What follows belongs to an exercise in optimizing a design on an open flow for small area; a production flow would make more cautious choices.
Only simulation tests tie the RTL to the original design; equivalence was not proved.
Power and IR drop assume default switching activity.

Design branch_pred, start of the top module:
module branch_pred (
  input  logic           clk_in,
  input  logic           rst_N_in,           
  output logic           l1i_req_valid,
  output logic [63:0]    l1i_req_addr,
  input  logic           l1i_req_ready,
  input  logic           l1i_valid,
  input  logic [511:0]   l1i_line,           
  input  logic           x_resolve_valid,
  input  logic [64:0]    x_resolve,          
  input  logic           x_redirect_valid,
  input  logic [82:0]    x_redirect,         
  output logic           window_valid,
  output logic [354:0]   window,             
  output logic [63:0]    pred_pc
);
Size in the first run: roughly 2700 flip-flops, ~120000 um2 of cells after synthesis.
Settings: LEC_CHECK=0, ABC_AREA=1, CAP_MARGIN=30, CELL_PAD_IN_SITES_DETAIL_PLACEMENT=1, CELL_PAD_IN_SITES_GLOBAL_PLACEMENT=2, CORE_MARGIN=2, CORE_UTILIZATION=35, PLACE_DENSITY=0.5, SETUP_SLACK_MARGIN=0.2, SLEW_MARGIN=45; clock period 12.0 ns.
standard.sh (not shown) runs the stock make flow with config.mk's settings and CLKGATE_MAP_FILE= SYNTH_SCRIPT=/design/flow/synth_recipe.tcl, a recipe that flattens the netlist after the stock synthesis.
==> flow/flow/run.sh <==
#!/bin/bash
# The standard layout (standard.sh) with these changes: ABC maps the logic
# with dc2 and the &nf mapper (flow/abc_area_nf.script); the ports are buffered
# with buf_1; the clock tree uses clkbuf_8/clkbuf_16 and no dummy loads.  The
# synthesis script is the standard flow's own with the abc override inserted after its
# first line.
set -euo pipefail
here=$(pwd)
export MY_ABC_SCRIPT=$here/flow/abc_area_nf.script
{ head -n 1 synth_recipe.tcl; cat flow/abc_override.tcl; tail -n +2 synth_recipe.tcl; } > synth_nf.tcl
bash standard.sh SYNTH_SCRIPT=$here/synth_nf.tcl \
  "BUFFER_PORTS_ARGS=-buffer_cell sky130_fd_sc_hd__buf_1" \
  "CTS_ARGS=-sink_clustering_enable -repair_clock_nets -buf_list {sky130_fd_sc_hd__clkbuf_8 sky130_fd_sc_hd__clkbuf_16} -dont_use_dummy_load" \
  finish > $here/make_flow.log 2>&1
==> flow/flow/abc_area_nf.script <==
strash; dc2; &get -n; &st; &dch; &nf -R 1000; &put
==> flow/flow/abc_override.tcl <==
# ABC maps the logic with the script in MY_ABC_SCRIPT instead of the
# platform's; everything else in synthesis, flip-flop mapping included, stays.
proc abc {args} {
  set i [lsearch -exact $args -script]
  if { $i >= 0 && [info exists ::env(MY_ABC_SCRIPT)] } { lset args [expr {$i + 1}] $::env(MY_ABC_SCRIPT) }
  yosys abc {*}$args
}
The baseline completed without violations.
Next try:
--- a/flow/flow/run.sh
+++ b/flow/flow/run.sh
@@ -4 +4 @@
-# with buf_1; the clock tree uses clkbuf_8/clkbuf_16 and no dummy loads.  The
+# with buf_1; the clock tree uses clkbuf_8 in clusters of at most 16 sinks and no dummy loads.  The
@@ -13 +13 @@
-  "CTS_ARGS=-sink_clustering_enable -repair_clock_nets -buf_list {sky130_fd_sc_hd__clkbuf_8 sky130_fd_sc_hd__clkbuf_16} -dont_use_dummy_load" \
+  "CTS_ARGS=-sink_clustering_enable -repair_clock_nets -buf_list {sky130_fd_sc_hd__clkbuf_8} -dont_use_dummy_load -sink_clustering_size 16 -sink_clustering_max_diameter 60" \
Result: The changed run completed without violations; cell count stays flat; via count came out lower by 0.55%; core utilization came out lower by 1.1 points; clock power came out lower by about 37%; routed wire length came out lower by 0.31%.

* * *

Another version of the RTL of branch_pred (not shown whole).
Size: ~8900 cells after synthesis, roughly 2800 flip-flops, roughly 120000 um^2 of cells after synthesis.
export LEC_CHECK = 0
export ABC_AREA = 1
export CAP_MARGIN = 25
export CELL_PAD_IN_SITES_DETAIL_PLACEMENT = 1
export CELL_PAD_IN_SITES_GLOBAL_PLACEMENT = 2
export CORE_MARGIN = 2
export CORE_UTILIZATION = 35
export PLACE_DENSITY = 0.5
export SETUP_SLACK_MARGIN = 0.1
export SLEW_MARGIN = 35
create_clock -name core_clock -period 12.0 [get_ports {clk_in}]
==> flow/flow/run.sh <==
#!/bin/bash
# The standard layout (standard.sh) with these changes: ABC maps the logic
# with dc2 and the &nf mapper (flow/abc_area_nf.script); the ports are buffered
# with buf_1; the clock tree uses clkbuf_8 in clusters of at most 20 sinks and no dummy loads.  The
# synthesis script is the standard flow's own with the abc override inserted after its
# first line.
set -euo pipefail
here=$(pwd)
export MY_ABC_SCRIPT=$here/flow/abc_area_nf.script
{ head -n 1 synth_recipe.tcl; cat flow/abc_override.tcl; tail -n +2 synth_recipe.tcl; } > synth_nf.tcl
bash standard.sh SYNTH_SCRIPT=$here/synth_nf.tcl \
  "BUFFER_PORTS_ARGS=-buffer_cell sky130_fd_sc_hd__buf_1" \
  "CTS_ARGS=-sink_clustering_enable -repair_clock_nets -buf_list {sky130_fd_sc_hd__clkbuf_8} -dont_use_dummy_load -sink_clustering_size 20 -sink_clustering_max_diameter 45" \
  finish > $here/make_flow.log 2>&1
Scripts as last shown in full above: flow/flow/abc_area_nf.script, flow/flow/abc_override.tcl
Rerun with:
==> flow/flow/run.sh (replaced) <==
#!/bin/bash
# The standard layout (standard.sh) with these changes: ABC maps the logic
# with dc2 and the &nf mapper (flow/abc_area_nf.script); the ports are buffered
# with buf_1; the clock tree uses clkbuf_8 in clusters of at most 16 sinks and no dummy loads.  The
# synthesis script is the standard flow's own with the abc override inserted after its
# first line.
set -euo pipefail
here=$(pwd)
export MY_ABC_SCRIPT=$here/flow/abc_area_nf.script
{ head -n 1 synth_recipe.tcl; cat flow/abc_override.tcl; tail -n +2 synth_recipe.tcl; } > synth_nf.tcl
bash standard.sh SYNTH_SCRIPT=$here/synth_nf.tcl \
  "BUFFER_PORTS_ARGS=-buffer_cell sky130_fd_sc_hd__buf_1" \
  "CTS_ARGS=-sink_clustering_enable -repair_clock_nets -buf_list {sky130_fd_sc_hd__clkbuf_8} -dont_use_dummy_load -sink_clustering_size 16 -sink_clustering_max_diameter 60" \
  finish > $here/make_flow.log 2>&1
=> The new run produced a clean layout. First-iteration DRC count is about the same. Utilization decreases by 0.47 points. Global-route usage barely changes. Cell area decreases by 1.1%. Wire length is about the same.
Rerun with:
--- a/flow/config.mk
+++ b/flow/config.mk
@@ -13,4 +13,4 @@
 export CORE_UTILIZATION = 35
 export PLACE_DENSITY = 0.5
-export SETUP_SLACK_MARGIN = 0.1
+export SETUP_SLACK_MARGIN = 0.05
 export SLEW_MARGIN = 35
What happened:
- die area does not change
- total power barely changes
- global-route usage is about the same
- worst setup slack is worse by 0.051 ns
- first-iteration DRC count decreases by 0.38%
- routed wire length hardly moves
- non-clock buffer count decreases by 2
- clock skew barely changes
- critical path depth increases by 16
- design area barely changes
- clock power hardly moves
Rerun with:
==> flow/flow/run.sh (replaced) <==
#!/bin/bash
# The standard layout (standard.sh) with these changes: ABC maps the logic
# with dc2 and the &nf mapper (flow/abc_area_nf.script); the ports are buffered
# with buf_1; the clock tree uses clkbuf_8 in clusters of at most 20 sinks and no dummy loads.  The
# synthesis script is the standard flow's own with the abc override inserted after its
# first line.
set -euo pipefail
here=$(pwd)
export MY_ABC_SCRIPT=$here/flow/abc_area_nf.script
{ head -n 1 synth_recipe.tcl; cat flow/abc_override.tcl; tail -n +2 synth_recipe.tcl; } > synth_nf.tcl
bash standard.sh SYNTH_SCRIPT=$here/synth_nf.tcl \
  "BUFFER_PORTS_ARGS=-buffer_cell sky130_fd_sc_hd__buf_1" \
  "CTS_ARGS=-sink_clustering_enable -repair_clock_nets -buf_list {sky130_fd_sc_hd__clkbuf_8} -dont_use_dummy_load -sink_clustering_size 20 -sink_clustering_max_diameter 45" \
  finish > $here/make_flow.log 2>&1
The new run ran to the end with no violations; cell count came out higher by 0.80%; power came out higher by 4.5%; core utilization came out higher by 0.48 points; die area does not change; global-route usage barely changes; non-clock buffer count came out higher by 1; register-to-register slack gets worse by 0.04 ns.

* * *

branch_pred, a different RTL version from the one above (not shown whole).
Size in the first run: ~9200 cells after synthesis, about 2800 flip-flops, ~1200 I/O pins, ~120000 um^2 of cells after synthesis.
Settings: LEC_CHECK=0, ABC_AREA=1, CAP_MARGIN=30, CELL_PAD_IN_SITES_DETAIL_PLACEMENT=1, CELL_PAD_IN_SITES_GLOBAL_PLACEMENT=2, CORE_MARGIN=2, CORE_UTILIZATION=35, PLACE_DENSITY=0.5, SETUP_SLACK_MARGIN=0.1, SLEW_MARGIN=45; clock period 12.0 ns.
==> flow/flow/run.sh <==
#!/bin/bash
# The standard layout (standard.sh) with these changes: ABC maps the logic
# with dc2 and the &nf mapper (flow/abc_area_nf.script); the ports are buffered
# with buf_1; the clock tree uses clkbuf_16 in clusters of at most 30 sinks and no dummy loads.  The
# synthesis script is the standard flow's own with the abc override inserted after its
# first line.
set -euo pipefail
here=$(pwd)
export MY_ABC_SCRIPT=$here/flow/abc_area_nf.script
{ head -n 1 synth_recipe.tcl; cat flow/abc_override.tcl; tail -n +2 synth_recipe.tcl; } > synth_nf.tcl
bash standard.sh SYNTH_SCRIPT=$here/synth_nf.tcl \
  "BUFFER_PORTS_ARGS=-buffer_cell sky130_fd_sc_hd__buf_1" \
  "CTS_ARGS=-sink_clustering_enable -repair_clock_nets -buf_list {sky130_fd_sc_hd__clkbuf_16} -dont_use_dummy_load -sink_clustering_size 30 -sink_clustering_max_diameter 70" \
  finish > $here/make_flow.log 2>&1
Scripts as last shown in full above: flow/flow/abc_area_nf.script, flow/flow/abc_override.tcl
The baseline passed the timing, design-rule and antenna checks.
Rerun with:
==> flow/flow/run.sh (replaced) <==
#!/bin/bash
# The standard layout (standard.sh) with these changes: ABC maps the logic
# with dc2 and the &nf mapper (flow/abc_area_nf.script); the ports are buffered
# with buf_1; the clock tree uses clkbuf_8 in clusters of at most 16 sinks and no dummy loads.  The
# synthesis script is the standard flow's own with the abc override inserted after its
# first line.
set -euo pipefail
here=$(pwd)
export MY_ABC_SCRIPT=$here/flow/abc_area_nf.script
{ head -n 1 synth_recipe.tcl; cat flow/abc_override.tcl; tail -n +2 synth_recipe.tcl; } > synth_nf.tcl
bash standard.sh SYNTH_SCRIPT=$here/synth_nf.tcl \
  "BUFFER_PORTS_ARGS=-buffer_cell sky130_fd_sc_hd__buf_1" \
  "CTS_ARGS=-sink_clustering_enable -repair_clock_nets -buf_list {sky130_fd_sc_hd__clkbuf_8} -dont_use_dummy_load -sink_clustering_size 16 -sink_clustering_max_diameter 60" \
  finish > $here/make_flow.log 2>&1
After rerunning:
- hold slack degrades by 3.2 ps
- core utilization hardly moves
- area after synthesis stays the same
- worst setup slack degrades by 52 ps
- die area is unchanged
- total power is lower by about 1.9%
- via count is higher by 0.55%
Rerun with:
--- a/flow/config.mk
+++ b/flow/config.mk
@@ -7,5 +7,5 @@
 export LEC_CHECK = 0
 export ABC_AREA = 1
-export CAP_MARGIN = 30
+export CAP_MARGIN = 25
 export CELL_PAD_IN_SITES_DETAIL_PLACEMENT = 1
 export CELL_PAD_IN_SITES_GLOBAL_PLACEMENT = 2
@@ -14,3 +14,3 @@
 export PLACE_DENSITY = 0.5
 export SETUP_SLACK_MARGIN = 0.1
-export SLEW_MARGIN = 45
+export SLEW_MARGIN = 35
Hold slack hardly moves. Core utilization stays flat. Via count rises by 0.36%. Routed wire length is about the same. Count of clock-buffer cells in the layout rises by 3. Final cell count stays flat.

## static timing again, ports no longer ideal
The flow's constraints put no driver on any port. The routed layouts listed below were extracted and timed again, unchanged, in two steps.
Step 1 (the two cells are an assumption about what drives the block):
set clk [get_ports {clk_in}]
set_driving_cell -lib_cell sky130_fd_sc_hd__clkbuf_16 $clk
set_driving_cell -lib_cell sky130_fd_sc_hd__buf_2 [delete_from_list [all_inputs] $clk]
Step 2 also shifts input and output timing later by t, the mid clock arrival at the registers, as if the neighbouring blocks saw the same clock.
Slacks: no drivers / after step 1 / after step 2; pairs: no drivers / after step 1.
| run | t, ns | slack for setup (ns) | worst slew at a driven data input, ns |
|---|---|---|---|
| the first run of note 1 | 0.995 | 0.481 / 0.373 / 1.165 | 0.27 |
| the second run of note 1 | 1.129 | 0.409 / 0.303 / 1.148 | 0.23 |
| the first run of note 2 | 1.156 | 0.248 / 0.149 / -0.790 | 0.19 |
| the second run of note 2 | 1.142 | 0.274 / 0.157 / -0.774 | 0.20 |
| the third run of note 2 | 1.121 | 0.223 / 0.147 / -0.824 | 0.21 |
| the fourth run of note 2 | 1.158 | 0.252 / 0.152 / -0.819 | 0.18 |
| the first run of note 3 | 0.980 | 0.311 / 0.220 / -0.590 | 0.18 |
| the second run of note 3 | 1.120 | 0.258 / 0.161 / -0.705 | 0.16 |
| the third run of note 3 | 1.128 | 0.306 / 0.208 / -0.747 | 0.18 |
Met with ideal ports but missed after step 2: setup timing in 7 of these runs. The setup slack of the fourth run of note 2, which loses most, moves by -0.100 ns with the drivers and by -1.071 ns with both steps.
